Background: an optimization exercise with open tools, aiming at small area, a short achievable clock period and few clock cycles per item. Do not read the settings as production practice.
The RTL was checked by simulation tests, not by an equivalence proof against the original design.

Design hb_interp2, start of the top module:
module hb_interp2 #(
    parameter int unsigned DW   = 16,
    parameter int unsigned ACCW = 36
) (
    input  logic                 clk,
    input  logic                 reset,
    input  logic signed [DW-1:0] x_in,
    input  logic                 x_in_valid,
    output logic                 x_in_ready,
    output logic signed [DW-1:0] y_out,
    output logic                 y_out_valid
);
For scale: ~0.019 mm^2 of cells after synthesis.
==> flow/config.mk <==
export PLATFORM = sky130hd
export DESIGN_NAME = hb_interp2
export DESIGN_NICKNAME = hb_interp2
export VERILOG_FILES = /design/flow/design.v
export SDC_FILE = /design/flow/constraint.sdc
export NUM_CORES = 4
export LEC_CHECK = 0
export CAP_MARGIN = 20
export CORE_MARGIN = 2
export CORE_UTILIZATION = 75
export CTS_CLUSTER_DIAMETER = 100
export CTS_CLUSTER_SIZE = 30
export GPL_ROUTABILITY_DRIVEN = 0
export PLACE_DENSITY = 0.9
export SETUP_SLACK_MARGIN = 2.8
export SLEW_MARGIN = 20
==> flow/constraint.sdc <==
create_clock -name core_clock -period 6.0 [get_ports {clk}]
set_input_delay 1.2000 -clock core_clock [delete_from_list [all_inputs] [get_ports {clk}]]
set_output_delay 1.2000 -clock core_clock [all_outputs]
set_load 0.01 [all_outputs]
standard.sh (not shown) runs the stock make flow with config.mk's settings and CLKGATE_MAP_FILE= SYNTH_SCRIPT=/design/flow/synth_recipe.tcl, a recipe that flattens the netlist after the stock synthesis.
==> flow/flow/run.sh <==
#!/bin/bash
# Standard ORFS flow, with one netlist clean-up between synthesis and floorplan:
# flow/fapol.py removes inverters around full-adder cells (logic unchanged).
set -euo pipefail
R=orfs/results/sky130hd/hb_interp2/base
bash standard.sh synth > synth.log 2>&1
cp $R/1_2_yosys.v $R/1_2_yosys.std.v
python3 flow/fapol.py $R/1_2_yosys.std.v $R/1_2_yosys.v > fapol.log 2>&1
touch $R/1_2_yosys.v
bash standard.sh "BUFFER_PORTS_ARGS=-buffer_cell sky130_fd_sc_hd__buf_2" finish > finish.log 2>&1
Other scripts of this flow, unchanged in this note and not shown: flow/flow/fapol.py
The baseline passed the timing, design-rule and antenna checks.
Testbench counts at the start, summed over its fixed seeds: cycles 4,144, samples 2,048.
==> next run, changes <==
--- a/flow/flow/run.sh
+++ b/flow/flow/run.sh
@@ -10 +10 @@
-bash standard.sh "BUFFER_PORTS_ARGS=-buffer_cell sky130_fd_sc_hd__buf_2" finish > finish.log 2>&1
+bash standard.sh finish > finish.log 2>&1
- CORE_UTILIZATION: 75 -> 65
- GPL_ROUTABILITY_DRIVEN: 0 -> unset
- PLACE_DENSITY: 0.9 -> 0.75
- SETUP_SLACK_MARGIN: 2.8 -> 2.6
Global-route usage is lower by 6.4 points; via count fell by about 6%; final area stays flat; clock skew rose by 0.0045 ns; fmax came out lower by about 2.5%.
==> next run, changes <==
- SETUP_SLACK_MARGIN: 2.6 -> 3.0
The changed run produced a clean layout.
Sequential share of layout area goes down by 1.1 points.
Routed wire length is about the same.
Cell count goes up by 2.0%.
==> next run, changes <==
- ABC_AREA: unset -> 1
- SETUP_SLACK_MARGIN: 3.0 -> 2.8
Outcome:
- The changed run completed without violations
- maximum frequency rises by 0.61%
- cell area grows by 1.2%
- clock skew is lower by 0.016 ns
- cell count went up by about 20%
- die area rose by about 6%
- setup slack is better by 0.019 ns
- synthesized area rose by about 6%

---

hb_interp2, a different RTL version from the one above (not shown whole).
Size: ~1800 cells after synthesis, roughly 420 flip-flops, about 37 I/O pins, about 0.020 mm^2 of cells after synthesis.
Settings: LEC_CHECK=0, CAP_MARGIN=20, CORE_MARGIN=2, CORE_UTILIZATION=40, CTS_BUF_LIST=sky130_fd_sc_hd__clkbuf_8, CTS_CLUSTER_SIZE=30, PLACE_DENSITY=0.6, SETUP_SLACK_MARGIN=3.2, SLEW_MARGIN=20; clock period 6.0 ns.
run.sh (not shown) runs the stock make flow with config.mk's settings and CLKGATE_MAP_FILE= SYNTH_SCRIPT=/design/flow/synth_recipe.tcl, a recipe that flattens the netlist after the stock synthesis.
Stock flow here: none of the scripts above is used.
The baseline completed without violations.
Testbench counts at the start, summed over its fixed seeds: cycles 4,144, samples 2,048.
Rerun with:
CTS_BUF_LIST = sky130_fd_sc_hd__clkbuf_4 sky130_fd_sc_hd__clkbuf_8   (was sky130_fd_sc_hd__clkbuf_8)
CTS_CLUSTER_SIZE = default   (was 30)
SETUP_SLACK_MARGIN = 2.8   (was 3.2)
After rerunning: Final cell count falls by 2.3%; register-to-register slack gains 0.08 ns; global-route usage falls by 0.55 points; utilization falls by 2.1 points.
Rerun with:
CORE_UTILIZATION = 65   (was 40)
CTS_BUF_LIST = default   (was sky130_fd_sc_hd__clkbuf_4 sky130_fd_sc_hd__clkbuf_8)
CTS_CLUSTER_DIAMETER = 100   (was default)
CTS_CLUSTER_SIZE = 30   (was default)
PLACE_DENSITY = 0.75   (was 0.6)
SETUP_SLACK_MARGIN = 3.4   (was 2.8)
The new run completed with no timing, DRC or antenna violations.
Via count came out higher by 3.0%.
Synthesized cell count does not change.
Final area is about the same.
Area after synthesis does not change.
Sequential share of layout area climbs by 0.32 points.
Non-clock buffer count is higher by 72.
Die area is lower by 38%.
First-iteration DRC count falls by 14%.
Critical path depth goes up by 1.
Rerun with:
SETUP_SLACK_MARGIN = 2.8   (was 3.4)
Outcome: Synthesized area does not change. Core utilization fell by 4.3 points. Critical path depth goes down by 1.

---

## build 25
hb_interp2 with an RTL version that a note above also has.
Size: ~37 I/O pins, about 19000 um2 of cells after synthesis.
==> flow/config.mk <==
export PLATFORM = sky130hd
export DESIGN_NAME = hb_interp2
export DESIGN_NICKNAME = hb_interp2
export VERILOG_FILES = /design/flow/design.v
export SDC_FILE = /design/flow/constraint.sdc
export NUM_CORES = 4
export LEC_CHECK = 0
export CAP_MARGIN = 20
export CORE_MARGIN = 2
export CORE_UTILIZATION = 75
export CTS_CLUSTER_DIAMETER = 100
export CTS_CLUSTER_SIZE = 30
export PLACE_DENSITY = 0.85
export SETUP_SLACK_MARGIN = 2.8
export SLEW_MARGIN = 20
==> flow/constraint.sdc <==
create_clock -name core_clock -period 6.0 [get_ports {clk}]
set_input_delay 1.2000 -clock core_clock [delete_from_list [all_inputs] [get_ports {clk}]]
set_output_delay 1.2000 -clock core_clock [all_outputs]
set_load 0.01 [all_outputs]
standard.sh (not shown) runs the stock make flow with config.mk's settings and CLKGATE_MAP_FILE= SYNTH_SCRIPT=/design/flow/synth_recipe.tcl, a recipe that flattens the netlist after the stock synthesis.
==> flow/flow/run.sh <==
#!/bin/bash
# Standard ORFS flow, with one netlist clean-up between synthesis and floorplan:
# flow/fapol.py removes inverters around full-adder cells (logic unchanged).
set -euo pipefail
R=orfs/results/sky130hd/hb_interp2/base
bash standard.sh synth > synth.log 2>&1
cp $R/1_2_yosys.v $R/1_2_yosys.std.v
python3 flow/fapol.py $R/1_2_yosys.std.v $R/1_2_yosys.v > fapol.log 2>&1
touch $R/1_2_yosys.v
bash standard.sh finish > finish.log 2>&1
Other scripts of this flow, unchanged in this note and not shown: flow/flow/fapol.py
Build 25 finished every stage and its layout cleared the timing, design-rule and antenna checks.
Testbench counts of build 25, summed over its fixed seeds: cycles 4,144, samples 2,048.
## Diff of input files: build 26 against build 25
- changing PLACE_DENSITY from 0.85 to 0.75
- changing CORE_UTILIZATION from 75 to 65
Notes after the runs:
Diff build 25 and build 26: smallest setup slack after layout higher in build 26
When build 26 is set beside build 25, its post-place setup slack turns out to be 0.075 ns smaller.
The inputs of build 8 differ from those of build 26 as listed below.
- an added TNS_END_PERCENT of 10
[summary]
Build 8 | stages: all done | timing, DRC, antenna: all pass
Taking build 26 as the reference, in build 8 wire length roughly the same, final cell utilization of the core lower.

## re-timing with driven ports
How much do the figures lean on ideal ports? The routed layouts below were timed once more, with nothing changed but the port constraints. Step 1 assumes that a clkbuf_16 drives the clock port and a buf_2 every other input. Step 2 times the ports against the registers' clock, not the clock port: input delays grow and output delays shrink by t, the midpoint of the rising clock arrivals with the driver on. Three values: ideal, step 1, step 2; two values: the first two.
run	t, ns	setup WS [ns]	worst setup path after step 2	clock arrival spread, ns
the first run of note 1	0.594	2.755 / 2.755 / 2.755	register to register	0.023 / 0.022
the second run of note 1	0.585	2.672 / 2.672 / 2.672	register to register	0.029 / 0.029
the third run of note 1	0.603	2.794 / 2.794 / 2.794	register to register	0.042 / 0.043
the fourth run of note 1	0.595	2.814 / 2.814 / 2.814	register to register	0.031 / 0.031
the first run of note 2	0.710	2.718 / 2.718 / 2.718	register to register	0.044 / 0.043
the second run of note 2	0.696	2.798 / 2.798 / 2.798	register to register	0.050 / 0.050
the third run of note 2	0.580	2.798 / 2.798 / 2.798	register to register	0.034 / 0.034
the fourth run of note 2	0.572	2.819 / 2.819 / 2.819	register to register	0.034 / 0.033
build 25	0.583	2.765 / 2.765 / 2.765	register to register	0.022 / 0.022
build 26	0.585	2.782 / 2.782 / 2.782	register to register	0.029 / 0.029
build 8	0.583	2.760 / 2.760 / 2.760	register to register	0.029 / 0.029
After both steps setup and hold are still met in every run listed.
